Background: an optimization exercise with open tools, aiming at small area. Do not read the settings as production practice. Function was checked by simulation only, so behaviour that the tests miss may differ from the original. Power is estimated from default activity; no workload was simulated.

// instr_mem_arb
module instr_mem_arb #(
  parameter int NUM_PORTS = 4,
  parameter int DEPTH     = 64,
  parameter int DATA_W    = 32,
  parameter int ADDR_W    = 32
) (
  input  logic                        clk,
  input  logic                        reset,
  input  logic                        load_en,
  input  logic [ADDR_W-1:0]           load_addr,
  input  logic [DATA_W-1:0]           load_data,
  input  logic [NUM_PORTS-1:0]        fetch_req,
  input  logic [NUM_PORTS*ADDR_W-1:0] fetch_addr,
  output logic [NUM_PORTS-1:0]        fetch_gnt,
  output logic [NUM_PORTS-1:0]        fetch_valid,
  output logic [NUM_PORTS*DATA_W-1:0] fetch_instr,
  output logic [NUM_PORTS-1:0]        fetch_fault
);
Size: roughly 7200 cells after synthesis, about 340 I/O pins, roughly 77000 um2 of cells after synthesis.
==> flow/config.mk <==
export PLATFORM = sky130hd
export DESIGN_NAME = instr_mem_arb
export DESIGN_NICKNAME = instr_mem_arb
export VERILOG_FILES = /design/flow/design.v
export SDC_FILE = /design/flow/constraint.sdc
export NUM_CORES = 4
export LEC_CHECK = 0
export CAP_MARGIN = 20
export CORE_MARGIN = 2
export CORE_UTILIZATION = 50
export CTS_BUF_LIST = sky130_fd_sc_hd__clkbuf_8
export CTS_CLUSTER_DIAMETER = 55
export CTS_CLUSTER_SIZE = 18
export PLACE_DENSITY = 0.62
export SLEW_MARGIN = 20
==> flow/constraint.sdc <==
create_clock -name core_clock -period 5.5 [get_ports {clk}]
set_input_delay 1.1000 -clock core_clock [delete_from_list [all_inputs] [get_ports {clk}]]
set_output_delay 1.1000 -clock core_clock [all_outputs]
set_load 0.01 [all_outputs]
standard.sh (not shown) runs the stock make flow with config.mk's settings and CLKGATE_MAP_FILE= SYNTH_SCRIPT=/design/flow/synth_recipe.tcl, a recipe that flattens the netlist after the stock synthesis.
==> flow/flow/run.sh <==
#!/bin/bash
# Standard ORFS layout, with two changes:
#  - after the standard synthesis, 2:1 mux cells whose select drives two or
#    more muxes are rewritten as OR-AND cells with one shared inverted
#    select (flow/remap.py); registers are untouched;
#  - port buffers use the smallest buffer cell.
set -euo pipefail
R="$PWD/orfs/results/$FLOW_PLATFORM/instr_mem_arb/base"
bash standard.sh synth > synth.log 2>&1
python3 flow/remap.py "$R/1_2_yosys.v" > remap.log 2>&1
rm -f "$R/1_synth.odb" "$R/1_synth.sdc"
bash standard.sh "BUFFER_PORTS_ARGS=-buffer_cell sky130_fd_sc_hd__buf_1" finish > layout.log 2>&1
Other scripts of this flow, unchanged in this note and not shown: flow/flow/remap.py
The starting point finished with setup timing left.
Change:
SETUP_SLACK_MARGIN = 0.4   (was unset)
Effect:
- The new run ran to the end with no violations
- critical path depth climbs by 1
- global-route usage stays flat
- register-to-register slack gets better by 0.34 ns
- clock skew barely changes
- design area is about the same

---

run 1:
Another version of the RTL of instr_mem_arb (not shown whole).
Size: about 6,400 cells after synthesis, about 74,000 µm² of cells after synthesis.
==> flow/config.mk <==
export PLATFORM = sky130hd
export DESIGN_NAME = instr_mem_arb
export DESIGN_NICKNAME = instr_mem_arb
export VERILOG_FILES = /design/flow/design.v
export SDC_FILE = /design/flow/constraint.sdc
export NUM_CORES = 4
export LEC_CHECK = 0
export CAP_MARGIN = 20
export CORE_MARGIN = 2
export CORE_UTILIZATION = 50
export CTS_BUF_LIST = sky130_fd_sc_hd__clkbuf_8
export CTS_CLUSTER_DIAMETER = 50
export CTS_CLUSTER_SIZE = 16
export PLACE_DENSITY = 0.62
export SETUP_SLACK_MARGIN = 0.35
export SLEW_MARGIN = 20
==> flow/constraint.sdc <==
create_clock -name core_clock -period 5.5 [get_ports {clk}]
set_input_delay 1.1000 -clock core_clock [delete_from_list [all_inputs] [get_ports {clk}]]
set_output_delay 1.1000 -clock core_clock [all_outputs]
set_load 0.01 [all_outputs]
==> flow/flow/run.sh <==
#!/bin/bash
# Standard ORFS layout, with these changes:
#  - the standard synthesis runs with the read-port slice (rd_slice) kept as
#    a black box; flow/inline_slices.py then puts a gate-level rd_slice in
#    place of each instance, with flat names;
#  - 2:1 mux cells whose select drives two or more muxes are rewritten as
#    OR-AND cells with one shared inverted select, and nor2b cells sharing
#    an inverted input get one shared inverter (flow/remap.py);
#    registers are untouched;
#  - port buffers use the smallest buffer cell.
set -uo pipefail
R="$PWD/orfs/results/$FLOW_PLATFORM/instr_mem_arb/base"
# Synthesis; its last step (reading the netlist into a database) fails
# while rd_slice is still a black box, so only the netlist is kept.
bash standard.sh SYNTH_BLACKBOXES=rd_slice synth > synth.log 2>&1
grep -q "^module instr_mem_arb" "$R/1_2_yosys.v" || { echo "no netlist"; exit 1; }
set -e
python3 flow/remap.py "$R/1_2_yosys.v" > remap.log 2>&1
python3 flow/inline_slices.py "$R/1_2_yosys.v" > inline.log 2>&1
rm -f "$R/1_synth.odb" "$R/1_synth.sdc"
bash standard.sh SYNTH_BLACKBOXES=rd_slice "BUFFER_PORTS_ARGS=-buffer_cell sky130_fd_sc_hd__buf_1" finish > layout.log 2>&1
Other scripts of this flow, unchanged in this note and not shown: flow/flow/inline_slices.py, flow/flow/remap.py
What run 2 does differently from run 1 at the input level:
- changing CAP_MARGIN from 20 to 10
- changing SLEW_MARGIN from 20 to 10
- changing CORE_UTILIZATION from 50 to 56
- changing PLACE_DENSITY from 0.62 to 0.68
### Flow results
- Run 2: PASS, flow complete, no timing, DRC or antenna violations
- Compared with run 1, in run 2 post-placement setup slack shows an increase of 0.017 ns; violation count after the first detailed-route iteration shows an increase of 1,125; final estimated routing congestion in global placement shows an increase of 3.0%; final worst slack shows an increase of 0.17 ns.
- Global routing met2 resource utilization: run 2 vs run 1 up 2.6 points
Input-level comparison between run 3 and run 2:
- CTS_CLUSTER_SIZE now 18, was 16
- SETUP_SLACK_MARGIN now 0.25, was 0.35
- CORE_UTILIZATION now 62, was 56
- PLACE_DENSITY now 0.74, was 0.68
==> notes.md <==
As far as routed wire length is concerned, run 3 and run 2 perform about the same. Nothing crashed in run 3 and all stages finished; the problem is that the final layout failed, the offending checks being max-capacitance violations, max-slew violations. In run 3 the non-clock buffer count turned out 14 higher than in run 2. For the clock period minus final worst setup slack, run 3 came in 0.20 ns higher than run 2 did.
Inputs modified between run 3 and run 4:
- CTS_CLUSTER_SIZE: 18 -> 16
- PLACE_DENSITY: 0.74 -> 0.68
- CORE_UTILIZATION: 62 -> 56
[summary]
- Looking at the reports, run 4 completed the entire flow and the layout it produced met the timing, DRC and antenna checks.
- Between run 4 and run 3, switching share of total power is higher for run 3, run 4 comes in under that.
- Diff run 3 -> run 4: number of global-route vias before repair dropped 3.5%, via count dropped about 2%, combinational power share dropped 0.2 points, fmax barely changed.
- Higher clock-buffer cell count goes to run 4 over run 3.
- Taking run 3 as the reference, in run 4 final core area utilization lower, overall power after layout higher, setup slack of the most critical reg-to-reg path lower, switching power of the nets lower.
- Compared with run 3, run 4 improves routed wire length.

[re-timing with driven ports]
The results above use ideal ports. As a check the final layouts listed here were re-extracted and re-timed, cells and wires unchanged. Step 1, drivers: a clkbuf_16 drives clk and a buf_2 each remaining input, both assumed. Step 2 times the ports against the registers' clock, not the clock port: input delays grow and output delays shrink by t, the midpoint of the rising clock arrivals with the driver on. Three values: ideal ports, drivers, drivers and shift; two values: the first two.
run	shift t [ns]	setup slack, ns	worst hold slack (ns)	worst setup path after step 2
the first run of note 1	1.053	-0.008 / -0.008 / -0.830	0.176 / 0.233 / 0.389	input to register
the second run of note 1	1.046	0.337 / 0.337 / -0.594	0.163 / 0.230 / 0.391	input to register
run 1	1.032	0.260 / 0.259 / -0.552	0.404 / 0.372 / 0.404	input to register
run 2	1.033	0.429 / 0.429 / -0.322	0.403 / 0.403 / 0.403	input to register
run 3	1.008	0.230 / 0.268 / -0.727	0.311 / 0.299 / 0.404	input to register
run 4	1.023	0.217 / 0.217 / -0.708	0.313 / 0.402 / 0.402	input to register
The setup slack of run 3, which loses most, moves by +0.038 ns with the drivers and by -0.957 ns with both steps.
